This is an optimization exercise on Yosys and OpenROAD, whose aim is small area, a short achievable clock period and few clock cycles, not a production implementation.
Only simulation tests tie the RTL to the original design; equivalence was not proved.
Power is estimated from default activity; no workload was simulated.

$ cat design/flow/config.mk
export PLATFORM = sky130hd
export DESIGN_NAME = ipdc_window_engine
export DESIGN_NICKNAME = ipdc_window_engine
export VERILOG_FILES = /design/flow/design.v
export SDC_FILE = /design/flow/constraint.sdc
export NUM_CORES = 4
export LEC_CHECK = 0
export CAP_MARGIN = 20
export CORE_MARGIN = 2
export CORE_UTILIZATION = 55
export SETUP_SLACK_MARGIN = 3.0
export SLEW_MARGIN = 20
$ cat design/flow/constraint.sdc
create_clock -name core_clock -period 5.5 [get_ports {i_clk}]
set_input_delay 1.1000 -clock core_clock [delete_from_list [all_inputs] [get_ports {i_clk}]]
set_output_delay 1.1000 -clock core_clock [all_outputs]
set_load 0.01 [all_outputs]
$ cat design/flow/design.v
package ipdc_pkg;
  typedef enum logic [2:0] {
    OP_LOAD    = 3'b000,
    OP_RIGHT   = 3'b001,
    OP_DOWN    = 3'b010,
    OP_DEFAULT = 3'b011,
    OP_ZOOM    = 3'b100,
    OP_LEFT    = 3'b101,
    OP_UP      = 3'b110,
    OP_NOP     = 3'b111
  } ipdc_op_e;
endpackage
module ipdc_img_buf (
  input  logic        i_clk,
  input  logic        i_we,
  input  logic [3:0]  i_wring,
  input  logic [23:0] i_wdata,
  input  logic [7:0]  i_rsel,
  input  logic [7:0]  i_psel,
  output logic [23:0] o_rd_data
);
  logic [63:0][23:0] fb;    
  logic [7:0][23:0]  rowd;
  always_ff @(posedge i_clk) begin
    for (int m = 0; m < 16; m++) begin
      fb[4*m+0] <= fb[4*m+1];
      fb[4*m+1] <= fb[4*m+2];
      fb[4*m+2] <= fb[4*m+3];
      fb[4*m+3] <= (i_we && i_wring == 4'(m)) ? i_wdata : fb[4*m+0];
    end
  end
  always_comb begin
    for (int r = 0; r < 8; r++) begin
      rowd[r] = '0;
      for (int c = 0; c < 8; c++)
        rowd[r] = rowd[r] | ({24{i_psel[c]}} & fb[r*8+c]);
    end
    o_rd_data = '0;
    for (int r = 0; r < 8; r++)
      o_rd_data = o_rd_data | ({24{i_rsel[r]}} & rowd[r]);
  end
endmodule
module ipdc_window_engine
#(
  parameter int unsigned DATA_W  = 24,
  parameter int unsigned IMG_DIM = 8,
  parameter int unsigned WIN_DIM = 4
) (
  input  logic              i_clk,
  input  logic              i_rst,
  input  logic              i_op_valid,
  input  logic [2:0]        i_op_mode,
  input  logic              i_in_valid,
  input  logic [DATA_W-1:0] i_in_data,
  output logic              o_in_ready,
  input  logic              i_out_ready,
  output logic              o_out_valid,
  output logic [DATA_W-1:0] o_out_data
);
  logic [4:0]  ro_q, co_q;
  logic        two_q;
  logic        act_q;
  logic [3:0]  n_q;
  logic [7:0]  rsel_q, csl_q, psel_q;
  logic        arr_q;
  logic [5:0]  acnt_q, wk_q;
  logic [3:0][23:0] dl_q;
  logic [3:0]  v_q;
  logic [1:0]  ph_q;
  logic        skid_v_q;
  logic [23:0] skid_q;
  logic        accept, acc_load, acc_disp, rd_fire, arr_last, we;
  logic [4:0]  ro_nx, co_nx, r_inc, r_dec, c_inc, c_dec;
  logic        two_nx;
  logic [23:0] rd_data, wdata;
  logic        act_nx, arr_nx, skid_v_nx, rd_done_nx, ld_busy_nx;
  logic [3:0]  n_nx, v_nx, take;
  logic [5:0]  wk_nx;
  logic [1:0]  ph_nx;
  logic [7:0]  rsel_nx, csl_nx, psel_nx;
  ipdc_img_buf u_img_buf (
    .i_clk     (i_clk),
    .i_we      (we),
    .i_wring   (wk_q[5:2]),
    .i_wdata   (wdata),
    .i_rsel    (rsel_q),
    .i_psel    (psel_q),
    .o_rd_data (rd_data)
  );
  assign accept   = i_op_valid && o_in_ready;
  assign acc_load = accept && (i_op_mode == 3'b000);
  assign acc_disp = accept && (i_op_mode != 3'b000) && (i_op_mode != 3'b111);
  assign rd_fire  = act_q && !skid_v_q;
  assign arr_last = arr_q && i_in_valid && (acnt_q == 6'd63);
  always_comb begin
    take = 4'b0000;
    if (v_q[3])      take = 4'b1000;
    else if (v_q[2]) take = 4'b0100;
    else if (v_q[1]) take = 4'b0010;
    else if (v_q[0]) take = 4'b0001;
    wdata = ({24{take[0]}} & dl_q[0]) | ({24{take[1]}} & dl_q[1]) |
            ({24{take[2]}} & dl_q[2]) | ({24{take[3]}} & dl_q[3]);
  end
  assign we = (v_q != 4'b0000) && (ph_q == wk_q[1:0]);
  always_comb begin
    v_nx  = {v_q[2:0] & ~(take[2:0] & {3{we}}), arr_q && i_in_valid};
    wk_nx = acc_load ? 6'd0 : wk_q + 6'(we);
    ph_nx = acc_load ? 2'd3 : ph_q + 2'd1;
    arr_nx = acc_load || (arr_q && !arr_last);
    ld_busy_nx = arr_nx || ((v_nx != 4'b0000) && !((wk_nx == 6'd63) && (ph_nx == 2'd3)));
  end
  assign r_inc = (two_q ? ro_q[0] : !ro_q[4]) ? {ro_q[3:0], 1'b0} : ro_q;
  assign c_inc = (two_q ? co_q[0] : !co_q[4]) ? {co_q[3:0], 1'b0} : co_q;
  assign r_dec = ro_q[0] ? ro_q : {1'b0, ro_q[4:1]};
  assign c_dec = co_q[0] ? co_q : {1'b0, co_q[4:1]};
  always_comb begin
    ro_nx  = ro_q;
    co_nx  = co_q;
    two_nx = two_q;
    case (i_op_mode)
      3'b001: co_nx = c_inc;
      3'b101: co_nx = c_dec;
      3'b010: ro_nx = r_inc;
      3'b110: ro_nx = r_dec;
      3'b011: begin ro_nx = 5'b00001; co_nx = 5'b00001; two_nx = 1'b1; end
      3'b100: begin ro_nx = 5'b00100; co_nx = 5'b00100; two_nx = 1'b0; end
      default: ;
    endcase
  end
  always_comb begin
    rsel_nx = rsel_q;
    csl_nx  = csl_q;
    if (acc_disp) begin
      act_nx  = 1'b1;
      n_nx    = 4'd0;
      rsel_nx = {3'b000, ro_nx};
      csl_nx  = {3'b000, co_nx};
    end else if (rd_fire) begin
      act_nx = (n_q != 4'd15);
      n_nx   = n_q + 4'd1;
      if (n_q[1:0] == 2'd3) begin
        csl_nx  = {3'b000, co_q};
        rsel_nx = two_q ? {rsel_q[5:0], 2'b00} : {rsel_q[6:0], 1'b0};
      end else begin
        csl_nx  = two_q ? {csl_q[5:0], 2'b00} : {csl_q[6:0], 1'b0};
      end
    end else begin
      act_nx = act_q;
      n_nx   = n_q;
    end
    for (int h = 0; h < 2; h++)
      for (int p = 0; p < 4; p++)
        psel_nx[4*h+p] = csl_nx[4*h + ((p + int'(ph_nx)) % 4)];
    skid_v_nx  = (o_out_valid && !i_out_ready) && (skid_v_q || rd_fire);
    rd_done_nx = !act_nx || ((n_nx == 4'd15) && !skid_v_nx);
  end
  always_ff @(posedge i_clk) begin
    if (i_rst) begin
      o_in_ready  <= 1'b1;
      ro_q        <= 5'b00001;
      co_q        <= 5'b00001;
      two_q       <= 1'b1;
      act_q       <= 1'b0;
      arr_q       <= 1'b0;
      v_q         <= 4'b0000;
      skid_v_q    <= 1'b0;
      o_out_valid <= 1'b0;
    end else begin
      o_in_ready <= !ld_busy_nx && rd_done_nx;
      act_q      <= act_nx;
      arr_q      <= arr_nx;
      v_q        <= v_nx;
      skid_v_q   <= skid_v_nx;
      if (!o_out_valid || i_out_ready)
        o_out_valid <= skid_v_q || rd_fire;
      if (acc_disp) begin
        ro_q  <= ro_nx;
        co_q  <= co_nx;
        two_q <= two_nx;
      end
    end
  end
  always_ff @(posedge i_clk) begin
    dl_q   <= {dl_q[2:0], i_in_data};
    ph_q   <= ph_nx;
    wk_q   <= wk_nx;
    n_q    <= n_nx;
    rsel_q <= rsel_nx;
    csl_q  <= csl_nx;
    psel_q <= psel_nx;
    if (acc_load) acnt_q <= '0;
    else if (arr_q && i_in_valid) acnt_q <= acnt_q + 6'd1;
    if (!o_out_valid || i_out_ready)
      o_out_data <= skid_v_q ? skid_q : rd_data;
    if (rd_fire && o_out_valid && !i_out_ready)
      skid_q <= rd_data;
  end
endmodule
$ cat design/flow/run.sh
#!/bin/bash
# synth_recipe.tcl (not shown) runs the flow's synth.tcl, then flattens the netlist and writes it again
# the make line also repeats each setting of config.mk as NAME=value (left out here)
make -C /OpenROAD-flow-scripts/flow DESIGN_CONFIG=/design/flow/config.mk WORK_HOME=/design/flow/orfs CLKGATE_MAP_FILE= SYNTH_SCRIPT=/design/flow/synth_recipe.tcl finish
==> results.toml, run 1 <==
[power_and_ir_drop]
leakage_nw = 21.9
vdd_drop_max_mv = 0.415
power-per-cell-area_nw_per_um2 = 489

[layout]
final_cell_area_um2 = 59200
fin_util = 0.646
stdcell_count = 5699
drive_gt1_frac = 0.126
nNetsFinal = 4412
areaGrowthSynthToFinish_pct = 16.3

[sta]
grt_setup_unrepaired = "yes"
final.min_clock_period_ps = 2500
tightest_slew_ps = 1090
drv_slew = 0
finalHoldViolations = 0
timing.final.crit_share = 0.455
setup_ws_ps = 3000
final.setup.tns_ps = 0
slew_headroom = 0.270
finClkSkew_ps = 29.5
fmax_ghz = 0.400
setup_violations = 0

[logic_synthesis]
synth_edf_count = 53
synth_seq_cells = 1742
seq_area_frac_synth = 0.695
synthCells = 4329
synth_cell_types = 67
synth_nets = 4366
yosysWarnings = 2
syn_area_per_cell_um2 = 11.8
synth_flop_cell = "dfxtp_1"
synth-async-reset-ratio = 0
syn_area_um2 = 50900

[worst_setup_path]
worstPathCellList = "buf_2"
path_max_fanout = 1
critical_path_buf_inv_count = 1
crit_end = "o_out_data[14]"
cp-end-kind = "output pin"
crit_family = "flip-flops"
cp_slowest_stage_delay_ps = 450
r2r-start = "psel_q[2]"
crit_arrival_ps = 1400
worst-r2r-setup-slack_ps = 3030
timing.rr.end = "o_out_data[4]"
rr_worst_depth = 7
worstSetupStartpoint = "o_out_data[14]"
cp.depth = 1
crit_required_ps = 4400
path_class = "flop to output pin"
cpMaxStageDelayCell = "edfxtp_1"
worstSetupStartpointType = "flop"

[floorplan]
coreArea_um2 = 91700
start_util = 0.556
die_area_um2 = 95100
io_pins = 58
die_w_um = 308
row_count = 111
floorplan.die.height_um = 308

[clock_network]
cts_buffers = 166
cts_tree = "done"
clk_path_buf_depth = 3
clk_pin_slew_ps = 70
clk_latency_ps = 780
h-tree-depth = 4
ctsRootBufferMaster = "clkbuf_16"
holdBufCountCts = 0
cts_sinks = 1742

[place]
dpl.hpwl_um = 74200
numPortBuffers = 57
dp_cells = 5309
post-place-ws_ps = 1490
placed_area_um2 = 52400
place_congestion = 0.785

[grt]
antenna_found_initial = 10
grt_max_degree = 93
globalRoute.totalOverflow = 0
grt_usage = 0.323
grt_pass1_vias = 34600
grt_pass1_wl_um = 227000

[run]
cap_violations = 0

[outcome]
status = "timing/DRC/antenna clean"

[route]
wl_per_cell_um = 28.0
vias = 35900
wirelength_um = 159000
initialDrtViolationCount = 3994
drtAntennaViolNets = 0
avgViaCountPerCell = 6.30
drc_errors = 0
dr.pass1.iters = 6

[hold_path]
hold_class = "flop to flop"
-- placed cells by master (no fill, tap or decap), types with 10 or more instances in the layout --
cell,netlist,layout
a221oi_2,20,23
mux2_2,27,27
edfxtp_1,53,53
o21ai_0,215,214
a22oi_1,902,896
buf_12,0,20
clkbuf_1,244,42
clkinv_2,0,28
buf_2,63,21
clkbuf_8,0,37
dfxtp_4,0,11
nand3_1,18,11
dfxtp_1,1689,1671
mux2i_1,16,16
a21oi_1,215,215
clkdlybuf4s50_1,0,27
nand2_1,215,214
clkbuf_16,0,176
nand3_4,0,14
nand4_1,224,224
buf_16,0,10
buf_4,17,94
nor2_1,258,254
-- cell usage after synthesis (4+ instances only) --
master    number  area share
buf_1         13     0.00096
o21ai_0      215       0.021
buf_4         17      0.0025
a221oi_2      20      0.0059
edfxtp_1      53       0.031
mux2i_1       16      0.0031
inv_1          8     0.00059
a21o_1         4     0.00059
mux2_2        27      0.0060
and3b_1        4     0.00069
nand2_1      215       0.016
ha_1           5      0.0012
a22oi_1      902        0.13
xor2_1         5     0.00086
xnor2_1        9      0.0015
clkbuf_1     244       0.018
nor3_1         8     0.00079
a211oi_1       6     0.00088
nand4_1      224       0.028
a21oi_1      215       0.021
nand2b_1       9      0.0011
and2_1         8     0.00098
o211ai_1       5     0.00074
dfxtp_1     1689        0.66
and3_1         4     0.00049
buf_2         63      0.0062
nand3_1       18      0.0018
nor3b_1        4     0.00059
a221oi_1       6      0.0010
nor2b_1        4     0.00049
nor2_1       258       0.019
-- registers in the layout (all words and copies together) (netlist names), 2 cells and up --
signal        flops
rsel_q            8
psel_q            8
acnt_q            6
ro_q              5
ph_q              2
skid_q           24
csl_q             8
v_q               4
o_out_data       24
wk_q              6
u_img_buf.fb   1536
co_q              5
dl_q             96
n_q               4
-- how the worst min path moves through the flow --
stage                             startpoint                  to  cells after the start
after CTS                  u_img_buf.fb[648]   u_img_buf.fb[624]                      0
after global placement     u_img_buf.fb[354]   u_img_buf.fb[330]                      0
after floorplan             u_img_buf.fb[46]    u_img_buf.fb[22]                      0
after detailed placement   u_img_buf.fb[853]   u_img_buf.fb[829]                      0
after global routing      u_img_buf.fb[1176]  u_img_buf.fb[1152]                      0
final                     u_img_buf.fb[1176]  u_img_buf.fb[1152]                      0
-- report_power, final --
| part | leakage (nW) | internal (mW) | switching (mW) |
|---|---|---|---|
| registers | 14.2 | 13.0 | 0.586 |
| logic | 4.96 | 0.928 | 3.00 |
| clock network | 2.73 | 6.66 | 4.83 |
-- kinds of logic (layout without fill, tap and decap cells) --
family / Yosys count / count (layout) / share of synthesized area
compound gates: 1397 / 1397 / 0.189
simple gates: 777 / 795 / 0.0735
mux: 45 / 45 / 0.0100
other cells: 0 / 4 / 0
buf+inv: 347 / 509 / 0.0287
fa+ha+maj: 5 / 5 / 0.00123
xor+xnor: 16 / 16 / 0.00305
flops: 1742 / 1742 / 0.695
-- layout make-up --
| type | count | area (µm²) |
|---|---|---|
| Sequential cell | 1742 | 35500 |
| Multi-Input combinational cell | 2258 | 14600 |
| Clock buffer | 252 | 5000 |
| Tap cell | 1186 | 1480 |
| Timing Repair Buffer | 199 | 2120 |
| Fill cell | 7206 | 32400 |
| Clock inverter | 50 | 538 |
| Inverter | 8 | 32.5 |
| Antenna cell | 4 | 10.0 |
-- routing by layer --
layer,vias to the layer above,GRT usage,wire [µm]
li1,16100,-,-
met4,2,0.115,5620
met2,1774,0.507,71000
met3,303,0.0497,13900
met5,-,0,7
met1,17700,0.454,68700
-- timing repair --
action,4_1_cts,5_1_grt
setup endpoints to repair,406,139
gates cloned,18,5
buffers inserted,32,29
resized for setup,157,43
pin swaps,19,8
-- per-stage QoR --
stage | hold slack [ps] | total power [mW]
CTS | 328 | 28.5
finish | 325 | 29.0
global route | 340 | 29.6
floorplan | 331 | 15.2
detailed placement | 336 | 16.8
global placement | 332 | 16.8
-- worst register-to-register path: cells and delay by family (launching register included) --
family | cells | cell delay (ps)
simple gates | 2 | 350
buf+inv | 2 | 580
flops | 1 | 510
compound gates | 2 | 510
mux | 1 | 290
Testbench counts, summed over its fixed seeds: cycles 16,041.
==> run 2: changes to the inputs <==
--- a/design/flow/config.mk
+++ b/design/flow/config.mk
@@ -8,5 +8,5 @@
 export CAP_MARGIN = 20
 export CORE_MARGIN = 2
 export CORE_UTILIZATION = 55
-export SETUP_SLACK_MARGIN = 3.0
+export SETUP_SLACK_MARGIN = 3.4
 export SLEW_MARGIN = 20
==> run 2 against run 1 <==
Sequential share of layout area down 6.8 points. Power up 12%. Combinational power up about 90%. Synthesized area unchanged. First-iteration DRC count up 45%. Wire length up 24%. Cell count up 4.8%. Critical path type unchanged. Largest power group unchanged.
==> results.toml, run 2 <==
[outcome]
status = "timing/DRC/antenna clean"

[layout]
areaGrowthSynthToFinish_pct = 31.2
drive_gt1_frac = 0.273
final_common_cell = "dfxtp_1"
largest_register_ffs = 1536
final_cell_mix = "1,662 x dfxtp_1, 642 x a22oi_1, 260 x a22oi_2"
stdcell_count = 5973
reg_top3 = "u_img_buf.fb (1536), dl_q (96)"
nNetsFinal = 4678
regMostFlops = "u_img_buf.fb"

[logic_synthesis]
synth_flop_cell = "dfxtp_1"
synth_seq_cells = 1742
synth-async-reset-ratio = 0
seq_area_frac_synth = 0.695
synthCells = 4329
synth_edf_count = 53
synth_top_area_share = 0.664
synth_top_cells_by_area = "dfxtp_1 66%, a22oi_1 13%, edfxtp_1 3.1%, nand4_1 2.8%, a21oi_1 2.1%"
syn_area_um2 = 50900
yosysWarnings = 2
synth_cell_types = 67
syn_area_per_cell_um2 = 11.8
synth_nets = 4366
yosysTopAreaCell = "dfxtp_1"
synth_top_cells_by_count = "1,689 x dfxtp_1, 902 x a22oi_1, 258 x nor2_1"
yosys.cell_count.top_type = "dfxtp_1"

[sta]
final.setup.tns_ps = 0
drv_slew = 0
finClkSkew_ps = 32.2
setup_violations = 0
slew_headroom = 0.364
grt_setup_unrepaired = "yes"
final.min_clock_period_ps = 2640
timing.final.crit_share = 0.480
finalHoldViolations = 0
tightest_slew_ps = 954
setup_ws_ps = 2860
fmax_ghz = 0.379

[route]
initialDrtViolationCount = 5780
drc_errors = 0
vias = 39500
wirelength_um = 198000
dr.pass1.iters = 6
drtAntennaViolNets = 0
wl_per_cell_um = 33.1
avgViaCountPerCell = 6.61

[worst_setup_path]
rr_worst_depth = 11
timing.rr.end = "u_img_buf.fb[1142]"
worst-r2r-setup-slack_ps = 3150
crit_arrival_ps = 1540
worstPathCellList = "buf_2"
crit_end = "o_out_data[4]"
path_class = "flop to output pin"
crit_required_ps = 4400
cp_slowest_stage_delay_ps = 540
critical_path_buf_inv_count = 1
path_max_fanout = 1
r2r-start = "v_q[0]"
worstSetupStartpoint = "o_out_data[4]"
worstSetupStartpointType = "flop"
cpMaxStageDelayCell = "edfxtp_1"
cp-end-kind = "output pin"
crit_family = "flip-flops"
cp.depth = 1

[place]
dp_cells = 5312
post-place-ws_ps = 1550
place_congestion = 0.789
dpl.hpwl_um = 75900
numPortBuffers = 57

[floorplan]
io_pins = 58
die_area_um2 = 95100
row_count = 111
floorplan.die.height_um = 308
coreArea_um2 = 91700
die_w_um = 308
start_util = 0.556

[power_and_ir_drop]
vdd_drop_max_mv = 0.446
p_int_mw = 22.3
power-per-cell-area_nw_per_um2 = 484
clockPowerShare = 0.357
pwr-share-seq = 0.412
sw_frac_of_total = 0.310
comb_power_share = 0.231
leakage_nw = 24.7
power_switching_mw = 10.0

[hold_path]
hold_class = "flop to flop"
holdPathStages = 0

[grt]
globalRoute.totalOverflow = 0
grt_max_degree = 67
antenna_found_initial = 13
grt_pass1_wl_um = 254000
grt_usage = 0.370
grt_pass1_vias = 36500

[clock_network]
h-tree-depth = 4
clk_pin_slew_ps = 70
holdBufCountCts = 0
cts_sinks = 1742
clk_path_buf_depth = 3
cts_buffers = 165
ctsRootBufferMaster = "clkbuf_16"
cts_tree = "done"
clk_latency_ps = 800

[run]
cap_violations = 0
-- run 2: cell types whose count changed in the layout (fill, tap and decap cells not counted), sizes merged, moves of 2 or more --
cell           change
and2               +3
clkdlybuf4s15      -5
and3b              -2
clkinv             -4
buf              +238
and3               +2
clkbuf            +41
diode              +4
-- run 2: power groups by stage --
stage	logic [mW]	registers, mW	clock network [mW]
finish	7.48	13.3	11.5
global route	7.37	13.3	12.1
CTS	6.64	13.3	11.5
detailed placement	2.88	14.0	0
global placement	2.87	14.0	0
floorplan	1.89	13.3	0
-- run 2: what timing repair did --
item / CTS / global route
pin swaps: 180 / 243
endpoints found under the setup margin: 541 / 348
gates resized for setup: 484 / 634
buffers inserted: 147 / 80
gates cloned: 66 / 55
-- run 2: how the worst min path moves through the flow --
stage | to | startpoint | slack [ps]
finish | u_img_buf.fb[798] | u_img_buf.fb[822] | 330
detailed placement | u_img_buf.fb[1114] | u_img_buf.fb[1138] | 340
CTS | u_img_buf.fb[1058] | u_img_buf.fb[1082] | 330
global placement | u_img_buf.fb[889] | u_img_buf.fb[913] | 330
global route | u_img_buf.fb[100] | u_img_buf.fb[124] | 340
floorplan | u_img_buf.fb[22] | u_img_buf.fb[46] | 330
-- run 2: logic make-up after synthesis --
| kind of cell | after synthesis | synth area share |
|---|---|---|
| compound gates | 1397 | 0.189 |
| xor+xnor | 16 | 0.00305 |
| fa+ha+maj | 5 | 0.00123 |
| buf+inv | 347 | 0.0287 |
| flops | 1742 | 0.695 |
| mux | 45 | 0.0100 |
| simple gates | 777 | 0.0735 |
-- run 2: final cells by class --
class / instances / area, µm²
well taps: 1186 / 1480
fillers: 6031 / 24800
diodes: 8 / 20.0
clock inverters: 44 / 490
clock buffers: 261 / 5000
inverters: 8 / 32.5
flip-flops and latches: 1742 / 35500
repair buffers: 462 / 7230
multi-input cells: 2262 / 17100
-- run 2: routing by layer --
metal  share of wire  up-vias  global-route usage
met5         0.00022        -                   0
met4           0.064        6               0.174
met3            0.12      589              0.0797
met2            0.42     2639               0.550
met1            0.39    19500               0.514
li1                -    16700                   -
-- run 2: through the flow --
stage,power [mW],instance area (µm²),hold slack (ps),utilization
after floorplan,15.2,51100,331,-
after CTS,31.5,62600,332,0.683
after global placement,16.9,52600,332,0.573
after detailed placement,16.9,52600,335,0.573
after global routing,32.8,66800,338,0.729
final,32.4,66800,329,0.729
==> run 3: changes to the inputs <==
--- a/design/flow/config.mk
+++ b/design/flow/config.mk
@@ -7,6 +7,5 @@
 export LEC_CHECK = 0
 export CAP_MARGIN = 20
 export CORE_MARGIN = 2
-export CORE_UTILIZATION = 55
-export SETUP_SLACK_MARGIN = 3.4
+export CORE_UTILIZATION = 40
 export SLEW_MARGIN = 20
==> run 3 against run 2 <==
Clock skew fell by 4.1 ps. Largest cell class unchanged. Wire length shrank 27%. First-iteration DRC count shrank 44%. Critical path depth rose by 6. Critical path type is now input pin to flop. Count of clock-buffer cells in the layout fell by 18. Maximum frequency shrank 20%. Global-route usage shrank 15 points.
==> results.toml, run 3 <==
[worst_setup_path]
worstPathCellList = "clkdlybuf4s50_1 -> or3_1 -> and3b_1 -> o311a_1 -> a22oi_1 -> a221oi_1 -> o21ai_0"
rr_worst_depth = 6
worst-r2r-setup-slack_ps = 2200
cp_slowest_stage_delay_ps = 900
cpMaxStageDelayCell = "clkdlybuf4s50_1"
path_class = "input pin to flop"
cp-end-kind = "flop"
path_max_fanout = 22
crit_required_ps = 6140
crit_arrival_ps = 3930
r2r-start = "ph_q[1]"
worstSetupStartpointType = "input pin"
timing.rr.end = "u_img_buf.fb[459]"

[outcome]
status = "timing/DRC/antenna clean"

[clock_network]
cts_buffers = 165
clk_path_buf_depth = 3
clk_pin_slew_ps = 60
post_cts_buffers = 0
clk_latency_ps = 780
cts_tree = "done"
ctsRootBufferMaster = "clkbuf_16"
holdBufCountCts = 0
cts_resized = 0
h-tree-depth = 4
cts_sinks = 1742

[route]
dr.pass1.iters = 6
vias = 34300
avgViaCountPerCell = 5.65
wl_per_cell_um = 23.7
drtAntennaViolNets = 0
drc_errors = 0
wirelength_um = 144000
initialDrtViolationCount = 3232

[sta]
final.min_clock_period_ps = 3300
finalHoldViolations = 0
timing.final.crit_share = 0.599
tightest_slew_ps = 1160
slew_headroom = 0.227
final.setup.tns_ps = 0
drv_slew = 0
finClkSkew_ps = 28.1
grt_setup_unrepaired = "no"
setup_violations = 0
fmax_ghz = 0.303

[power_and_ir_drop]
leakage_nw = 21.4
power-per-cell-area_nw_per_um2 = 485
vdd_drop_max_mv = 0.452

[floorplan]
die_area_um2 = 130000
floorplan.die.height_um = 361
row_count = 130
coreArea_um2 = 126000
start_util = 0.404
die_w_um = 361
io_pins = 58

[grt]
grt_pass1_wl_um = 214000
grt_pass1_vias = 34000
grt_max_degree = 96
grt_usage = 0.215
globalRoute.totalOverflow = 0
antenna_found_initial = 5

[logic_synthesis]
yosysWarnings = 2
synth_top_area_share = 0.664
yosys.cell_count.top_type = "dfxtp_1"
seq_area_frac_synth = 0.695
synth_seq_cells = 1742
yosysTopAreaCell = "dfxtp_1"
muxShareOfSynthArea = 0.0100
synth_top_cells_by_count = "1,689 x dfxtp_1, 902 x a22oi_1, 258 x nor2_1"
synth_xor_area_frac = 0.00305
synthCells = 4329
synth-async-reset-ratio = 0
syn_area_um2 = 50900
syn_area_per_cell_um2 = 11.8
synth_top_family_by_area = "compound AO/OA/AOI/OAI gates"
synth_flop_cell = "dfxtp_1"
synth_compound_area_frac = 0.189
synth_edf_count = 53
synth_top_cells_by_area = "dfxtp_1 66%, a22oi_1 13%, edfxtp_1 3.1%, nand4_1 2.8%, a21oi_1 2.1%"
synthSimpleGateAreaFrac = 0.0735
yosys.area_share.adder = 0.00123
synth_cell_types = 67
synth_nets = 4366

[layout]
fillers = 11300
largest_register_ffs = 1536
drive_gt1_frac = 0.0981
insertedDiodeCount = 0
reg_top3 = "u_img_buf.fb (1536), dl_q (96)"
final_common_cell = "dfxtp_1"
nNetsFinal = 4326
final_cell_area_um2 = 58700
multi_input_area_um2 = 14200
final_cell_mix = "1,676 x dfxtp_1, 902 x a22oi_1, 256 x nor2_1"
seq_area_um2 = 35400
areaGrowthSynthToFinish_pct = 15.3
regMostFlops = "u_img_buf.fb"

[hold_path]
hold_class = "flop to flop"
min_from = "u_img_buf.fb[1094]"
holdPathStages = 0
holdPathEnd = "u_img_buf.fb[1070]"

[place]
place_congestion = 0.800
numPortBuffers = 57
dpl.hpwl_um = 74300
placed_area_um2 = 53000

[run]
cap_violations = 0
[run 3: layout make-up]
cell class / instances / share of cell area
clock buffers: 243 / 0.0825
clock inverters: 61 / 0.0147
inverters: 8 / 0.000511
multi-input cells: 2240 / 0.242
flip-flops and latches: 1742 / 0.604
well taps: 1650 / 0.0352
repair buffers: 132 / 0.0220
[run 3: cells by family after synthesis]
group	count (synthesis)
compound gates	1397
xor+xnor	16
fa+ha+maj	5
buf+inv	347
flops	1742
mux	45
simple gates	777
[run 3: layer usage]
metal,vias up,wire length [µm],global-route usage,part of all wire
met5,-,0,0,0
met4,0,3200,0.0645,0.022
met3,224,9520,0.0368,0.066
met2,1230,62700,0.325,0.44
met1,17000,68300,0.313,0.48
li1,15900,-,-,-
[run 3: worst max-delay path, delay by kind of cell]
| kind | cells | cell delay [ps] |
|---|---|---|
| buffers and inverters | 1 | 900 |
| AND/OR/NAND/NOR | 2 | 980 |
| AO/OA/AOI/OAI | 4 | 950 |
[run 3: how the worst max path moves through the flow]
stage                       startpoint                end  slack, ps  cells past startpoint
after floorplan            i_out_ready          skid_q[0]       2170                      2
after global placement    i_op_mode[2]          psel_q[0]       1510                      7
after detailed placement  i_op_mode[2]         o_in_ready       1460                      9
after CTS                      ph_q[1]  u_img_buf.fb[472]       2250                      6
after global routing           ph_q[1]  u_img_buf.fb[459]       2020                      6
final                     i_op_mode[2]          psel_q[0]       2200                      7
[run 3: power by group]
part	total (mW)	internal [mW]	leakage [nW]	switching, mW
registers	13.7	13.0	14.2	0.760
clock network	11.8	6.91	2.82	4.91
logic	2.92	0.540	4.37	2.38
[run 3: stage by stage]
step	instances	hold slack, ps	setup slack [ps]	power, mW	util
floorplan	4329	331	2170	15.2	-
global placement	5771	332	1510	16.9	0.420
detailed placement	5772	336	1460	16.8	0.421
CTS	6076	324	2250	28.5	0.466
global route	6076	325	2020	29.2	0.466
finish	6076	325	2200	28.5	0.466
==> run 4: changes to the inputs <==
--- a/design/flow/config.mk
+++ b/design/flow/config.mk
@@ -7,5 +7,9 @@
 export LEC_CHECK = 0
 export CAP_MARGIN = 20
 export CORE_MARGIN = 2
-export CORE_UTILIZATION = 40
+export CORE_UTILIZATION = 55
+export CTS_BUF_LIST = sky130_fd_sc_hd__clkbuf_4 sky130_fd_sc_hd__clkbuf_8
+export CTS_CLUSTER_DIAMETER = 45
+export CTS_CLUSTER_SIZE = 20
+export SETUP_SLACK_MARGIN = 3.0
 export SLEW_MARGIN = 20
==> run 4 against run 3 <==
Largest power group unchanged. Largest cell class unchanged. Power is 10% lower. Register-to-register slack gained 630 ps. Cell count fell by 6.6%. Wire length up 10%. Non-clock buffer count rose by 76. Flip-flop and latch count unchanged.
==> results.toml, run 4 <==
[outcome]
status = "timing/DRC/antenna clean"

[layout]
largest_register_ffs = 1536
final_cell_mix = "1,671 x dfxtp_1, 901 x a22oi_1, 254 x nor2_1"
fillers = 7435
fin_util = 0.622
final_cell_area_um2 = 57100
nNetsFinal = 4400
areaGrowthSynthToFinish_pct = 12.0
final_common_cell = "dfxtp_1"
drive_gt1_frac = 0.129
reg_top3 = "u_img_buf.fb (1536), dl_q (96)"
regMostFlops = "u_img_buf.fb"

[clock_network]
clk_pin_slew_ps = 110
cts_sinks = 1742
ctsRootBufferMaster = "clkbuf_8"
cts_buffers = 145
h-tree-depth = 4
cts_tree = "done"
clk_path_buf_depth = 3
clk_latency_ps = 870
holdBufCountCts = 0

[logic_synthesis]
syn_area_um2 = 50900
synth_top_family_by_area = "compound AO/OA/AOI/OAI gates"
synthCells = 4329
synth_top_cells_by_area = "dfxtp_1 66%, a22oi_1 13%, edfxtp_1 3.1%, nand4_1 2.8%, a21oi_1 2.1%"
yosys.cell_count.top_type = "dfxtp_1"
synth_nets = 4366
yosysWarnings = 2
synth_cell_types = 67
syn_area_per_cell_um2 = 11.8
synth_xor_area_frac = 0.00305
yosysTopAreaCell = "dfxtp_1"
synth_top_cells_by_count = "1,689 x dfxtp_1, 902 x a22oi_1, 258 x nor2_1"
synth_edf_count = 53
synth_flop_cell = "dfxtp_1"
synth-async-reset-ratio = 0
seq_area_frac_synth = 0.695
synth_compound_area_frac = 0.189
synth_seq_cells = 1742
synth_top_area_share = 0.664
muxShareOfSynthArea = 0.0100
yosys.area_share.adder = 0.00123
synthSimpleGateAreaFrac = 0.0735

[grt]
grt_usage = 0.313
globalRoute.totalOverflow = 0
grt_max_degree = 93
antenna_found_initial = 11
grt_pass1_wl_um = 221000
grt_pass1_vias = 34000

[power_and_ir_drop]
power.total_mw = 25.5
power_switching_mw = 8.15
vdd_drop_max_mv = 0.351
comb_power_share = 0.157
sw_frac_of_total = 0.319
p_int_mw = 17.4
power-per-cell-area_nw_per_um2 = 447
leakage_nw = 20.9
pwr-share-seq = 0.527
clockPowerShare = 0.316

[worst_setup_path]
r2r-start = "v_q[2]"
path_max_fanout = 29
worstSetupStartpoint = "v_q[2]"
crit_family = "simple AND/OR/NAND/NOR gates"
path_class = "flop to flop"
worstPathCellList = "buf_6 -> nor4_4 -> nor4b_4 -> buf_4 -> and2b_2 -> and2_2 -> a21oi_1"
cp_slowest_stage_delay_ps = 730
cp-end-kind = "flop"
critical_path_buf_inv_count = 2
crit_required_ps = 6200
cpMaxStageDelayCell = "and2_2"
worstSetupStartpointType = "flop"
crit_arrival_ps = 3360

[sta]
finalHoldViolations = 0
fmax_ghz = 0.375
finClkSkew_ps = 42.7
slew_headroom = 0.167
tightest_slew_ps = 1250
drv_slew = 0
timing.final.crit_share = 0.484
final.setup.tns_ps = 0
setup_ws_ps = 2840
grt_setup_unrepaired = "yes"
final.min_clock_period_ps = 2660
setup_violations = 0

[place]
post-place-ws_ps = 1490
place_congestion = 0.785
dpl.hpwl_um = 74200
numPortBuffers = 57
placed_area_um2 = 52400

[route]
drtAntennaViolNets = 0
wl_per_cell_um = 27.9
drc_errors = 0
initialDrtViolationCount = 4126
wirelength_um = 158000
avgViaCountPerCell = 6.25
dr.pass1.iters = 6
vias = 35500

[floorplan]
floorplan.die.height_um = 308
die_area_um2 = 95100
io_pins = 58
die_w_um = 308
start_util = 0.556
row_count = 111
coreArea_um2 = 91700

[hold_path]
hold_class = "flop to flop"
min_from = "u_img_buf.fb[816]"

[run]
cap_violations = 0
[run 4: power by group through the flow]
stage / Clock [mW] / Sequential [mW] / Combinational [mW]
finish: 8.06 / 13.4 / 4.02
global route: 8.65 / 13.5 / 4.05
CTS: 8.15 / 13.6 / 3.39
detailed placement: 0 / 14.0 / 2.84
global placement: 0 / 14.0 / 2.85
floorplan: 0 / 13.3 / 1.87
[run 4: cell families (layout without fill, tap and decap cells)]
logic type	count (synthesis)	count (layout)
flip-flops	1742	1742
AO/OA/AOI/OAI	1397	1397
AND/OR/NAND/NOR	777	795
buffers and inverters	347	482
multiplexers	45	45
XOR/XNOR	16	16
adder cells (fa/ha/maj)	5	5
other	0	6
[run 4: final timing paths]
| kind | slack, ps | end | cells past startpoint |
|---|---|---|---|
| max reg2reg | 2840 | u_img_buf.fb[1032] | 7 |
| min reg2reg | 320 | u_img_buf.fb[792] | 0 |
| max | 2840 | u_img_buf.fb[1032] | 7 |
| min | 320 | u_img_buf.fb[792] | 0 |
[run 4: what timing repair did]
item                       CTS  global route
gates cloned                10            12
buffers inserted            30            41
setup endpoints to repair  401           200
pin swaps                   24            10
gates resized for setup    162            33
[run 4: routing by layer]
layer / wire (µm) / vias up / share of wire / GRT usage
li1: - / 16000 / - / -
met1: 69400 / 17600 / 0.44 / 0.441
met5: 13 / - / 0.000082 / 0
met2: 71800 / 1602 / 0.45 / 0.496
met3: 12500 / 242 / 0.079 / 0.0484
met4: 4700 / 2 / 0.030 / 0.0970
[run 4: final cells by class]
class | count | area [µm²] | area share
well taps | 1186 | 1480 | 0.0260
clock inverters | 91 | 982 | 0.0172
clock buffers | 175 | 2340 | 0.0410
flip-flops and latches | 1742 | 35500 | 0.621
diodes | 6 | 15.0 | 0.000263
inverters | 8 | 32.5 | 0.000570
repair buffers | 208 | 2180 | 0.0382
multi-input cells | 2258 | 14600 | 0.255
[run 4: metrics by stage]
stage / instances / hold slack (ps)
2_1_floorplan: 4329 / 331
3_3_place_gp: 5309 / 332
3_5_place_dp: 5309 / 336
4_1_cts: 5615 / 316
5_1_grt: 5671 / 330
6_report: 5674 / 319
==> run 5: changes to the inputs <==
--- a/design/flow/config.mk
+++ b/design/flow/config.mk
@@ -7,9 +7,9 @@
 export LEC_CHECK = 0
 export CAP_MARGIN = 20
 export CORE_MARGIN = 2
-export CORE_UTILIZATION = 55
-export CTS_BUF_LIST = sky130_fd_sc_hd__clkbuf_4 sky130_fd_sc_hd__clkbuf_8
+export CORE_UTILIZATION = 70
+export CTS_BUF_LIST = sky130_fd_sc_hd__clkbuf_8
 export CTS_CLUSTER_DIAMETER = 45
-export CTS_CLUSTER_SIZE = 20
+export CTS_CLUSTER_SIZE = 16
 export SETUP_SLACK_MARGIN = 3.0
 export SLEW_MARGIN = 20
==> run 5 against run 4 <==
Sequential share of layout area increased by 1.2 points. Die area down 21%. Global-route usage grew 5.8 points. Maximum frequency rose by 0.55%. Flip-flop and latch count did not move. Utilization grew 16 points. Critical path depth shrank 6. Synthesized cell count unchanged. Final area fell by 1.9%. Register-to-register slack improved by 150 ps. Cell count shrank 5.5%. Synthesized area did not move. Critical path type is now flop to output pin.
==> results.toml, run 5 <==
[layout]
final_cell_mix = "1,668 x dfxtp_1, 899 x a22oi_1, 253 x nor2_1"
seq_area_um2 = 35500
reg_top3 = "u_img_buf.fb (1536), dl_q (96)"
areaGrowthSynthToFinish_pct = 9.87
largest_register_ffs = 1536
drive_gt1_frac = 0.109
multi_input_area_um2 = 14400
nNetsFinal = 4345
fillers = 4629
regMostFlops = "u_img_buf.fb"
final_common_cell = "dfxtp_1"

[logic_synthesis]
synth_top_area_share = 0.664
synth_top_cells_by_count = "1,689 x dfxtp_1, 902 x a22oi_1, 258 x nor2_1"
synth_edf_count = 53
synth_xor_area_frac = 0.00305
synth-async-reset-ratio = 0
synth_flop_cell = "dfxtp_1"
syn_area_per_cell_um2 = 11.8
synth_seq_cells = 1742
synth_nets = 4366
yosys.area_share.adder = 0.00123
yosysWarnings = 2
yosys.cell_count.top_type = "dfxtp_1"
muxShareOfSynthArea = 0.0100
seq_area_frac_synth = 0.695
synth_compound_area_frac = 0.189
synth_cell_types = 67
synth_top_family_by_area = "compound AO/OA/AOI/OAI gates"
synth_top_cells_by_area = "dfxtp_1 66%, a22oi_1 13%, edfxtp_1 3.1%, nand4_1 2.8%, a21oi_1 2.1%"
syn_area_um2 = 50900
synthSimpleGateAreaFrac = 0.0735
yosysTopAreaCell = "dfxtp_1"
synthCells = 4329

[worst_setup_path]
cp.depth = 1
r2r-start = "psel_q[1]"
worst-r2r-setup-slack_ps = 2990
worstSetupStartpointType = "flop"
path_class = "flop to output pin"
critical_path_buf_inv_count = 1
crit_family = "flip-flops"
rr_worst_depth = 6
cpMaxStageDelayCell = "edfxtp_1"
crit_arrival_ps = 1550
path_max_fanout = 1
timing.rr.end = "o_out_data[9]"
cp_slowest_stage_delay_ps = 530
crit_required_ps = 4400
cp-end-kind = "output pin"
worstPathCellList = "buf_2"

[sta]
setup_violations = 0
final.min_clock_period_ps = 2650
final.setup.tns_ps = 0
finalHoldViolations = 0
worst_hold_slack_ps = 336
drv_slew = 0
finClkSkew_ps = 24.4
slew_headroom = 0.224
fmax_ghz = 0.378
timing.final.crit_share = 0.482
tightest_slew_ps = 1160
grt_setup_unrepaired = "yes"

[clock_network]
holdBufCountCts = 0
h-tree-depth = 4
cts_tree = "done"
cts_buffers = 142
clk_latency_ps = 830
clk_path_buf_depth = 3
clk_pin_slew_ps = 100
ctsRootBufferMaster = "clkbuf_8"
cts_sinks = 1742

[power_and_ir_drop]
power_switching_mw = 7.56
clockPowerShare = 0.306
vdd_drop_max_mv = 0.612
pwr-share-seq = 0.550
comb_power_share = 0.144
leakage_nw = 20.6
p_int_mw = 17.2
sw_frac_of_total = 0.306
power-per-cell-area_nw_per_um2 = 442

[outcome]
status = "timing/DRC/antenna clean"

[floorplan]
floorplan.die.height_um = 274
start_util = 0.710
row_count = 98
die_w_um = 274
io_pins = 58
die_area_um2 = 74900
coreArea_um2 = 71700

[run]
cap_violations = 0

[route]
routed.top_layer = "met5"
vias = 35800
routed-wl-met3_um = 14800
avgViaCountPerCell = 6.67
wirelength_um = 145000
wl_met1_um = 60200
drtAntennaViolNets = 0
dr.pass1.iters = 8
drc_errors = 0
wl_per_cell_um = 27.0
initialDrtViolationCount = 4590
routed-wl-met2_um = 64600

[place]
numPortBuffers = 57
place_congestion = 0.817
dpl.hpwl_um = 71100

[hold_path]
holdPathEnd = "u_img_buf.fb[412]"
min_from = "u_img_buf.fb[436]"
holdPathStages = 0
hold_class = "flop to flop"

[grt]
globalRoute.totalOverflow = 0
grt_usage = 0.371
antenna_found_initial = 6
grt_pass1_wl_um = 210000
grt_max_degree = 123
grt_pass1_vias = 34600
-- run 5: area by class of cell --
class,instances,area share
Multi-Input combinational cell,2245,0.257
Clock buffer,164,0.0403
Inverter,8,0.000581
Clock inverter,75,0.0135
Tap cell,950,0.0212
Timing Repair Buffer,169,0.0334
Sequential cell,1742,0.634
Antenna cell,8,0.000358
-- run 5: kinds of logic (layout without fill, tap and decap cells) --
family | Yosys count | count (layout)
xor gates and xnor gates | 16 | 16
and+or+nand+nor | 777 | 782
DFF | 1742 | 1742
buffers and inverters | 347 | 416
AOI/OAI and AO/OA | 1397 | 1397
adders and majority gates | 5 | 5
muxes | 45 | 45
other | 0 | 8
-- run 5: worst max-delay path by stage --
stage	slack, ps	to	startpoint
after floorplan	2730	o_in_ready	i_op_mode[2]
after global placement	1640	psel_q[7]	i_op_mode[2]
after detailed placement	1610	psel_q[7]	i_op_mode[2]
after CTS	2830	o_out_data[4]	o_out_data[4]
after global routing	2840	o_out_data[4]	o_out_data[4]
final	2850	o_out_data[3]	o_out_data[3]
-- run 5: routing by layer --
metal / vias up / global-route usage
met1: 17500 / 0.525
met3: 308 / 0.0607
li1: 15900 / -
met2: 2083 / 0.574
met4: 6 / 0.145
met5: - / 0
-- run 5: power groups by stage --
stage                     Clock, mW  Sequential (mW)  Combinational, mW
after global placement            0             13.9               2.76
after global routing           8.06             13.6               3.57
after detailed placement          0             13.9               2.76
after CTS                      7.57             13.5               3.06
after floorplan                   0             13.3               1.87
final                          7.56             13.6               3.56
-- run 5: stage by stage --
step | power (mW) | std cells | util | area, µm² | setup slack (ps)
6_report | 24.7 | 5361 | 0.780 | 56000 | 2850
2_1_floorplan | 15.2 | 4329 | - | 51000 | 2730
5_1_grt | 25.2 | 5354 | 0.780 | 55900 | 2840
3_5_place_dp | 16.7 | 5066 | 0.726 | 52100 | 1610
3_3_place_gp | 16.7 | 5066 | 0.726 | 52100 | 1640
4_1_cts | 24.2 | 5330 | 0.773 | 55400 | 2830
-- run 5: timing repair --
item | CTS | global route
cloned | 7 | 6
setup buffers | 18 | 17
resized for setup | 152 | 45
setup endpoints to repair | 376 | 152
pin swaps | 5 | 5
==> run 6: changes to the inputs <==
--- a/design/flow/config.mk
+++ b/design/flow/config.mk
@@ -7,7 +7,7 @@
 export LEC_CHECK = 0
 export CAP_MARGIN = 20
 export CORE_MARGIN = 2
-export CORE_UTILIZATION = 70
+export CORE_UTILIZATION = 55
 export CTS_BUF_LIST = sky130_fd_sc_hd__clkbuf_8
 export CTS_CLUSTER_DIAMETER = 45
 export CTS_CLUSTER_SIZE = 16
==> run 6 against run 5 <==
Setup slack improved by 44 ps. Maximum frequency rose by 1.7%. Final area rose by 1.2%. Via count fell by 1.4%. Critical endpoint is now o_out_data[14]. Largest power group unchanged. Highest routed layer is now met4.
==> results.toml, run 6 <==
[outcome]
status = "timing/DRC/antenna clean"

[floorplan]
io_pins = 58
coreArea_um2 = 91700
die_w_um = 308
row_count = 111
start_util = 0.556
floorplan.die.height_um = 308
die_area_um2 = 95100

[power_and_ir_drop]
clockPowerShare = 0.307
vdd_drop_max_mv = 0.337
pwr-share-seq = 0.537
comb_power_share = 0.157
sw_frac_of_total = 0.315
power_switching_mw = 7.92
p_int_mw = 17.2
power-per-cell-area_nw_per_um2 = 443
leakage_nw = 20.8

[sta]
worst_hold_slack_ps = 316
grt_setup_unrepaired = "yes"
finClkSkew_ps = 43.0
drv_slew = 0
setup_ws_ps = 2900
tightest_slew_ps = 1140
finalHoldViolations = 0
slew_headroom = 0.242
fmax_ghz = 0.384
final.min_clock_period_ps = 2600
timing.final.crit_share = 0.474
final.setup.tns_ps = 0
setup_violations = 0

[grt]
grt_usage = 0.314
grt_max_degree = 93
grt_pass1_wl_um = 221000
globalRoute.totalOverflow = 0
grt_pass1_vias = 34100
antenna_found_initial = 10

[logic_synthesis]
synth-async-reset-ratio = 0
synth_nets = 4366
seq_area_frac_synth = 0.695
synth_cell_types = 67
synth_top_cells_by_count = "1,689 x dfxtp_1, 902 x a22oi_1, 258 x nor2_1"
synth_compound_area_frac = 0.189
muxShareOfSynthArea = 0.0100
synthSimpleGateAreaFrac = 0.0735
yosys.area_share.adder = 0.00123
synth_flop_cell = "dfxtp_1"
syn_area_um2 = 50900
synth_seq_cells = 1742
synth_edf_count = 53
synth_top_area_share = 0.664
yosysWarnings = 2
synthCells = 4329
synth_top_family_by_area = "compound AO/OA/AOI/OAI gates"
yosysTopAreaCell = "dfxtp_1"
synth_top_cells_by_area = "dfxtp_1 66%, a22oi_1 13%, edfxtp_1 3.1%, nand4_1 2.8%, a21oi_1 2.1%"
yosys.cell_count.top_type = "dfxtp_1"
syn_area_per_cell_um2 = 11.8
synth_xor_area_frac = 0.00305

[worst_setup_path]
cp-end-kind = "output pin"
r2r-start = "wk_q[2]"
worst-r2r-setup-slack_ps = 3040
path_max_fanout = 1
crit_arrival_ps = 1500
timing.rr.end = "u_img_buf.fb[73]"
crit_required_ps = 4400
cpMaxStageDelayCell = "edfxtp_1"
path_class = "flop to output pin"
worstSetupStartpointType = "flop"
worstPathCellList = "buf_2"
cp_slowest_stage_delay_ps = 470
critical_path_buf_inv_count = 1
crit_family = "flip-flops"
rr_worst_depth = 3

[layout]
final_common_cell = "dfxtp_1"
largest_register_ffs = 1536
fillers = 7477
stdcell_count = 5657
final_cell_mix = "1,670 x dfxtp_1, 900 x a22oi_1, 254 x nor2_1"
regMostFlops = "u_img_buf.fb"
reg_top3 = "u_img_buf.fb (1536), dl_q (96)"
drive_gt1_frac = 0.120
nNetsFinal = 4390
areaGrowthSynthToFinish_pct = 11.2

[clock_network]
clk_path_buf_depth = 3
clk_pin_slew_ps = 100
clk_latency_ps = 870
cts_buffers = 148
ctsRootBufferMaster = "clkbuf_8"
cts_sinks = 1742
cts_tree = "done"
h-tree-depth = 4

[route]
dr.pass1.iters = 6
initialDrtViolationCount = 4142
drtAntennaViolNets = 0
avgViaCountPerCell = 6.24
wirelength_um = 156000
wl_per_cell_um = 27.6
drc_errors = 0
vias = 35300

[hold_path]
min_from = "u_img_buf.fb[1213]"
hold_class = "flop to flop"
holdPathStages = 0
holdPathEnd = "u_img_buf.fb[1189]"

[place]
dpl.hpwl_um = 74200
post-place-ws_ps = 1490
numPortBuffers = 57
dp_cells = 5309
place_congestion = 0.785

[run]
cap_violations = 0
run 6: worst max-delay path by stage:
stage	from	endpoint	slack, ps	depth (start not counted)
2_1_floorplan	i_op_mode[2]	o_in_ready	2730	10
3_5_place_dp	i_op_mode[0]	psel_q[7]	1490	6
5_1_grt	o_out_data[14]	o_out_data[14]	2820	1
6_report	o_out_data[14]	o_out_data[14]	2900	1
3_3_place_gp	i_op_mode[0]	psel_q[2]	1540	7
4_1_cts	v_q[2]	u_img_buf.fb[1151]	2800	9
run 6: final cells by class:
| type | count | area [µm²] | area share |
|---|---|---|---|
| clock buffer | 167 | 2300 | 0.0406 |
| timing repair buffer | 198 | 2050 | 0.0362 |
| clock inverter | 89 | 786 | 0.0139 |
| sequential | 1742 | 35500 | 0.626 |
| multi-input combinational | 2255 | 14500 | 0.256 |
| antenna | 12 | 30.0 | 0.000530 |
| inverter | 8 | 32.5 | 0.000574 |
| tap | 1186 | 1480 | 0.0262 |
run 6: per-layer routing:
| layer | vias to the layer above | GRT usage | part of all wire |
|---|---|---|---|
| met4 | 0 | 0.0996 | 0.029 |
| met2 | 1553 | 0.496 | 0.45 |
| met3 | 272 | 0.0427 | 0.075 |
| li1 | 16000 | - | - |
| met1 | 17500 | 0.446 | 0.44 |
| met5 | - | 0 | 0 |
run 6: power by group through the flow:
| stage | Clock [mW] | Sequential (mW) | Combinational (mW) |
|---|---|---|---|
| after floorplan | 0 | 13.3 | 1.87 |
| after global placement | 0 | 14.0 | 2.85 |
| after detailed placement | 0 | 14.0 | 2.84 |
| after CTS | 7.77 | 13.5 | 3.40 |
| after global routing | 8.27 | 13.5 | 3.98 |
| final | 7.69 | 13.5 | 3.93 |
run 6: through the flow:
stage,power (mW),cell area (µm²),util
after floorplan,15.2,51000,-
after global placement,16.8,52400,0.572
after detailed placement,16.8,52400,0.572
after CTS,24.7,56100,0.612
after global routing,25.7,56700,0.618
final,25.1,56700,0.618
run 6: cell families after synthesis:
family,Yosys count
simple gates,777
fa+ha+maj,5
flops,1742
buf+inv,347
mux,45
xor+xnor,16
compound gates,1397
run 6: timing repair:
| item | 4_1_cts | 5_1_grt |
|---|---|---|
| gates cloned | 11 | 8 |
| gates resized for setup | 160 | 37 |
| hold buffers | 0 | 0 |
| setup endpoints to repair | 398 | 235 |
| pin swaps | 24 | 6 |
| setup buffers | 33 | 28 |
==> run 7: changes to the inputs <==
--- a/design/flow/config.mk
+++ b/design/flow/config.mk
@@ -9,7 +9,7 @@
 export CORE_MARGIN = 2
 export CORE_UTILIZATION = 55
 export CTS_BUF_LIST = sky130_fd_sc_hd__clkbuf_8
-export CTS_CLUSTER_DIAMETER = 45
-export CTS_CLUSTER_SIZE = 16
+export CTS_CLUSTER_DIAMETER = 30
+export CTS_CLUSTER_SIZE = 12
 export SETUP_SLACK_MARGIN = 3.0
 export SLEW_MARGIN = 20
==> run 7 against run 6 <==
Power is 20% higher. Synthesized cell count unchanged. Count of clock-buffer cells in the layout increased by 170. Setup slack worse by 98 ps. Clock power up 64%.
==> results.toml, run 7 <==
[grt]
grt_max_degree = 93
grt_pass1_vias = 35900
antenna_found_initial = 15
grt_pass1_wl_um = 232000
grt_usage = 0.330
globalRoute.totalOverflow = 0

[route]
wl_per_cell_um = 27.5
initialDrtViolationCount = 4162
dr.pass1.iters = 6
vias = 36800
avgViaCountPerCell = 6.22
wirelength_um = 163000
drc_errors = 0
drtAntennaViolNets = 0

[worst_setup_path]
r2r-start = "wk_q[3]"
cp_slowest_stage_delay_ps = 480
rr_worst_depth = 8
crit_arrival_ps = 1600
worstSetupStartpointType = "flop"
critical_path_buf_inv_count = 1
cpMaxStageDelayCell = "edfxtp_1"
path_class = "flop to output pin"
crit_required_ps = 4400
worst-r2r-setup-slack_ps = 2970
timing.rr.end = "u_img_buf.fb[648]"
crit_family = "flip-flops"
cp-end-kind = "output pin"
path_max_fanout = 1
worstPathCellList = "buf_2"

[logic_synthesis]
yosysWarnings = 2
synth_seq_cells = 1742
syn_area_um2 = 50900
synthCells = 4329
syn_area_per_cell_um2 = 11.8
synth-async-reset-ratio = 0
synth_cell_types = 67
seq_area_frac_synth = 0.695
synth_edf_count = 53
synth_nets = 4366
synth_top_area_share = 0.664
yosys.cell_count.top_type = "dfxtp_1"
synth_top_cells_by_count = "1,689 x dfxtp_1, 902 x a22oi_1, 258 x nor2_1"
yosysTopAreaCell = "dfxtp_1"
synth_flop_cell = "dfxtp_1"
synth_top_cells_by_area = "dfxtp_1 66%, a22oi_1 13%, edfxtp_1 3.1%, nand4_1 2.8%, a21oi_1 2.1%"

[clock_network]
ctsRootBufferMaster = "clkbuf_8"
cts_buffers = 292
holdBufCountCts = 0
h-tree-depth = 5
cts_sinks = 1742
clk_latency_ps = 950
clk_path_buf_depth = 4
cts_tree = "done"
clk_pin_slew_ps = 70

[outcome]
status = "timing/DRC/antenna clean"

[place]
dp_cells = 5309
numPortBuffers = 57
dpl.hpwl_um = 74200
place_congestion = 0.785

[floorplan]
row_count = 111
die_w_um = 308
coreArea_um2 = 91700
floorplan.die.height_um = 308
start_util = 0.556
die_area_um2 = 95100
io_pins = 58

[layout]
drive_gt1_frac = 0.169
nNetsFinal = 4547
fillers = 7171
areaGrowthSynthToFinish_pct = 18.3
final_cell_mix = "1,670 x dfxtp_1, 899 x a22oi_1, 337 x clkbuf_8"
largest_register_ffs = 1536
fin_util = 0.657
regMostFlops = "u_img_buf.fb"
reg_top3 = "u_img_buf.fb (1536), dl_q (96)"
stdcell_count = 5914
final_common_cell = "dfxtp_1"

[sta]
slew_headroom = 0.279
fmax_ghz = 0.370
final.setup.tns_ps = 0
finalHoldViolations = 0
timing.final.crit_share = 0.491
worst_hold_slack_ps = 317
tightest_slew_ps = 1080
setup_violations = 0
grt_setup_unrepaired = "yes"
drv_slew = 0
finClkSkew_ps = 62.8
final.min_clock_period_ps = 2700

[hold_path]
holdPathStages = 0
hold_class = "flop to flop"
holdPathEnd = "u_img_buf.fb[246]"
min_from = "u_img_buf.fb[270]"

[power_and_ir_drop]
power.total_mw = 30.0
leakage_nw = 22.6
vdd_drop_max_mv = 0.343
power-per-cell-area_nw_per_um2 = 499

[run]
cap_violations = 0
run 7: cell types whose count changed in the layout (fill, tap and decap cells not counted), moves of 8 or more:
cell,change
clkinvlp_4,+15
clkbuf_8,+169
buf_6,+8
bufinv_16,+22
clkinv_2,+22
clkinv_4,+13
run 7: cell families after synthesis:
logic type / Yosys count / share of synthesized area
XOR/XNOR: 16 / 0.00305
adder cells (fa/ha/maj): 5 / 0.00123
AND/OR/NAND/NOR: 777 / 0.0735
multiplexers: 45 / 0.0100
AO/OA/AOI/OAI: 1397 / 0.189
flip-flops: 1742 / 0.695
buffers and inverters: 347 / 0.0287
run 7: where the power goes:
group | leakage [nW] | switching, mW | internal (mW)
clock network | 3.34 | 5.40 | 7.19
logic | 5.04 | 2.98 | 0.905
registers | 14.2 | 0.609 | 13.0
run 7: layout make-up:
cell class | count | area, µm² | area share
Inverter | 8 | 32.5 | 0.000540
Multi-Input combinational cell | 2259 | 14600 | 0.242
Clock inverter | 170 | 1820 | 0.0302
Tap cell | 1186 | 1480 | 0.0246
Sequential cell | 1742 | 35500 | 0.588
Clock buffer | 337 | 4640 | 0.0770
Timing Repair Buffer | 207 | 2230 | 0.0370
Antenna cell | 5 | 12.5 | 0.000208
run 7: worst max-delay path by stage:
| stage | from | endpoint | cells after the start |
|---|---|---|---|
| 2_1_floorplan | i_op_mode[2] | o_in_ready | 10 |
| 3_3_place_gp | i_op_mode[0] | psel_q[2] | 7 |
| 3_5_place_dp | i_op_mode[0] | psel_q[7] | 6 |
| 4_1_cts | o_out_data[14] | o_out_data[14] | 1 |
| 5_1_grt | o_out_data[14] | o_out_data[14] | 1 |
| 6_report | o_out_data[14] | o_out_data[14] | 1 |
run 7: timing repair:
action | in CTS | in global routing
gates resized for setup | 170 | 40
buffers inserted | 40 | 27
endpoints found under the hold margin | 0 | 0
endpoints found under the setup margin | 397 | 187
gates cloned | 20 | 6
pin swaps | 25 | 7
run 7: layer usage:
layer	up-vias	routed length (µm)	track usage
met5	-	13	0
met4	2	5980	0.141
met3	386	14300	0.0581
met2	1839	72900	0.513
met1	18100	69300	0.455
li1	16400	-	-
run 7: per-stage QoR:
step / instance area, µm² / setup slack [ps]
detailed placement: 52400 / 1490
CTS: 59700 / 2770
floorplan: 51000 / 2730
global route: 60300 / 2780
global placement: 52400 / 1540
finish: 60300 / 2800
==> run 8: changes to the inputs <==
--- a/design/flow/config.mk
+++ b/design/flow/config.mk
@@ -9,7 +9,7 @@
 export CORE_MARGIN = 2
 export CORE_UTILIZATION = 55
 export CTS_BUF_LIST = sky130_fd_sc_hd__clkbuf_8
-export CTS_CLUSTER_DIAMETER = 30
-export CTS_CLUSTER_SIZE = 12
+export CTS_CLUSTER_DIAMETER = 45
+export CTS_CLUSTER_SIZE = 20
 export SETUP_SLACK_MARGIN = 3.0
 export SLEW_MARGIN = 20
==> run 8 against run 7 <==
Still clean. Utilization down 3.7 points. Clock skew down 21 ps. Sequential power about the same. Power down 15%. Register-to-register slack worse by 150 ps. Critical path type is now flop to flop. Critical endpoint is now u_img_buf.fb[652]. Largest cell class unchanged. Largest power group unchanged.
==> results.toml, run 8 <==
[power_and_ir_drop]
vdd_drop_max_mv = 0.349
leakage_nw = 20.9
power.total_mw = 25.4
power-per-cell-area_nw_per_um2 = 447

[sta]
finClkSkew_ps = 41.8
timing.final.crit_share = 0.487
finalHoldViolations = 0
drv_slew = 0
final.min_clock_period_ps = 2680
slew_headroom = 0.179
grt_setup_unrepaired = "yes"
tightest_slew_ps = 1230
setup_violations = 0
final.setup.tns_ps = 0
fmax_ghz = 0.373

[layout]
seq_area_um2 = 35500
regMostFlops = "u_img_buf.fb"
final_common_cell = "dfxtp_1"
fillers = 7457
areaGrowthSynthToFinish_pct = 11.7
drive_gt1_frac = 0.124
multi_input_area_um2 = 14500
largest_register_ffs = 1536
nNetsFinal = 4389
reg_top3 = "u_img_buf.fb (1536), dl_q (96)"
stdcell_count = 5661
final_cell_mix = "1,671 x dfxtp_1, 901 x a22oi_1, 254 x nor2_1"

[route]
dr.pass1.iters = 6
initialDrtViolationCount = 4097
avgViaCountPerCell = 6.26
drc_errors = 0
vias = 35400
wl_per_cell_um = 27.8
drtAntennaViolNets = 0
wirelength_um = 158000

[floorplan]
row_count = 111
coreArea_um2 = 91700
die_area_um2 = 95100
io_pins = 58
start_util = 0.556
die_w_um = 308
floorplan.die.height_um = 308

[clock_network]
h-tree-depth = 4
clk_path_buf_depth = 3
cts_sinks = 1742
ctsRootBufferMaster = "clkbuf_8"
clk_pin_slew_ps = 110
cts_buffers = 145
cts_tree = "done"
clk_latency_ps = 880

[worst_setup_path]
cp-end-kind = "flop"
path_class = "flop to flop"
crit_required_ps = 6260
rr_worst_depth = 4
worstSetupStartpointType = "flop"
path_max_fanout = 12
crit_arrival_ps = 3450

[place]
place_congestion = 0.785
dpl.hpwl_um = 74200
numPortBuffers = 57
dp_cells = 5309

[logic_synthesis]
synth_top_cells_by_area = "dfxtp_1 66%, a22oi_1 13%, edfxtp_1 3.1%, nand4_1 2.8%, a21oi_1 2.1%"
synth_cell_types = 67
synth_top_area_share = 0.664
yosysTopAreaCell = "dfxtp_1"
synth_flop_cell = "dfxtp_1"
seq_area_frac_synth = 0.695
synth-async-reset-ratio = 0
yosysWarnings = 2
synth_edf_count = 53
synth_top_cells_by_count = "1,689 x dfxtp_1, 902 x a22oi_1, 258 x nor2_1"
syn_area_per_cell_um2 = 11.8
syn_area_um2 = 50900
synth_nets = 4366
synth_seq_cells = 1742
yosys.cell_count.top_type = "dfxtp_1"
synthCells = 4329

[grt]
grt_pass1_wl_um = 221000
grt_usage = 0.313
grt_max_degree = 93
antenna_found_initial = 8
grt_pass1_vias = 34000
globalRoute.totalOverflow = 0

[hold_path]
holdPathStages = 0
hold_class = "flop to flop"

[outcome]
status = "timing/DRC/antenna clean"

[run]
cap_violations = 0
-- run 8: layout make-up --
class	instances	area share
Sequential cell	1742	0.623
Multi-Input combinational cell	2257	0.256
Clock buffer	164	0.0397
Timing Repair Buffer	198	0.0368
Tap cell	1186	0.0261
Clock inverter	102	0.0180
Inverter	8	0.000572
Antenna cell	4	0.000176
-- run 8: where the power goes --
| group | switching, mW | total, mW | internal, mW | leakage [nW] |
|---|---|---|---|---|
| Combinational | 3.07 | 4.00 | 0.932 | 4.97 |
| Clock | 4.57 | 7.98 | 3.41 | 1.67 |
| Sequential | 0.497 | 13.5 | 13.0 | 14.2 |
-- run 8: critical path, cell delays in order, from the launching register on --
cell     delay (ps)
dfxtp_1         730
inv_1           220
nor2_4          450
nand3_2         750
o21ai_0         410
-- run 8: timing repair --
action,4_1_cts,5_1_grt
hold buffers,0,0
buffers inserted,29,32
resized for setup,163,31
setup endpoints to repair,401,189
pin swaps,24,9
cloned,10,11
-- run 8: cell families after synthesis --
| group | synth area share |
|---|---|
| xor gates and xnor gates | 0.00305 |
| muxes | 0.0100 |
| and+or+nand+nor | 0.0735 |
| DFF | 0.695 |
| buffers and inverters | 0.0287 |
| adders and majority gates | 0.00123 |
| AOI/OAI and AO/OA | 0.189 |
-- run 8: worst paths after layout --
check	from	to	slack, ps
setup / recovery	wk_q[3]	u_img_buf.fb[652]	2820
hold / removal	u_img_buf.fb[816]	u_img_buf.fb[792]	320
setup reg to reg	wk_q[3]	u_img_buf.fb[652]	2820
hold reg to reg	u_img_buf.fb[816]	u_img_buf.fb[792]	320
-- run 8: per-layer routing --
metal | vias to the layer above | routed length (µm) | GRT usage | part of all wire
li1 | 16000 | - | - | -
met1 | 17600 | 68900 | 0.441 | 0.44
met2 | 1575 | 71500 | 0.497 | 0.45
met3 | 244 | 12500 | 0.0480 | 0.079
met4 | 2 | 4810 | 0.0974 | 0.031
met5 | - | 13 | 0 | 0.000082
-- run 8: per-stage QoR --
| step | area (µm²) | hold WS [ps] | worst slack (ps) | util |
|---|---|---|---|---|
| floorplan | 51000 | 331 | 2730 | - |
| global placement | 52400 | 332 | 1540 | 0.572 |
| detailed placement | 52400 | 336 | 1490 | 0.572 |
| CTS | 56300 | 316 | 2810 | 0.614 |
| global route | 56900 | 330 | 2830 | 0.621 |
| finish | 56900 | 320 | 2820 | 0.621 |

## port drivers added, routing unchanged
The results above use ideal ports. As a check the final layouts listed here were re-extracted and re-timed, cells and wires unchanged.
Step 1: set_driving_cell puts a clkbuf_16 on i_clk and a buf_2 on each other input, an assumption about the parent block.
Step 2 also shifts input and output timing later by t, the mid clock arrival at the registers, as if the neighbouring blocks saw the same clock.
a / b / c = ideal ports / drivers / drivers and shift; a / b = the first two.
run	t (ns)	slack for setup (ns)	worst setup path at the end	worst register clock-pin slew, ns	worst data-port slew with drivers (ns)
run 1	0.834	2.998 / 2.926 / 2.261	input to register	0.07 / 0.07	0.12
run 2	0.855	2.861 / 2.785 / 2.422	input to register	0.07 / 0.07	0.14
run 3	0.845	2.204 / 2.204 / 1.412	input to register	0.07 / 0.07	0.06
run 4	0.917	2.837 / 2.805 / 2.235	input to register	0.12 / 0.12	0.11
run 5	0.882	2.851 / 2.783 / 2.187	input to register	0.11 / 0.11	0.06
run 6	0.911	2.895 / 2.830 / 2.230	input to register	0.10 / 0.10	0.12
run 7	0.990	2.797 / 2.731 / 2.204	input to register	0.08 / 0.08	0.11
run 8	0.914	2.819 / 2.815 / 2.235	input to register	0.12 / 0.12	0.11
After both steps setup and hold are still met in every run listed. The setup slack of run 3, which loses most, moves by 0.000 ns with the drivers and by -0.792 ns with both steps.
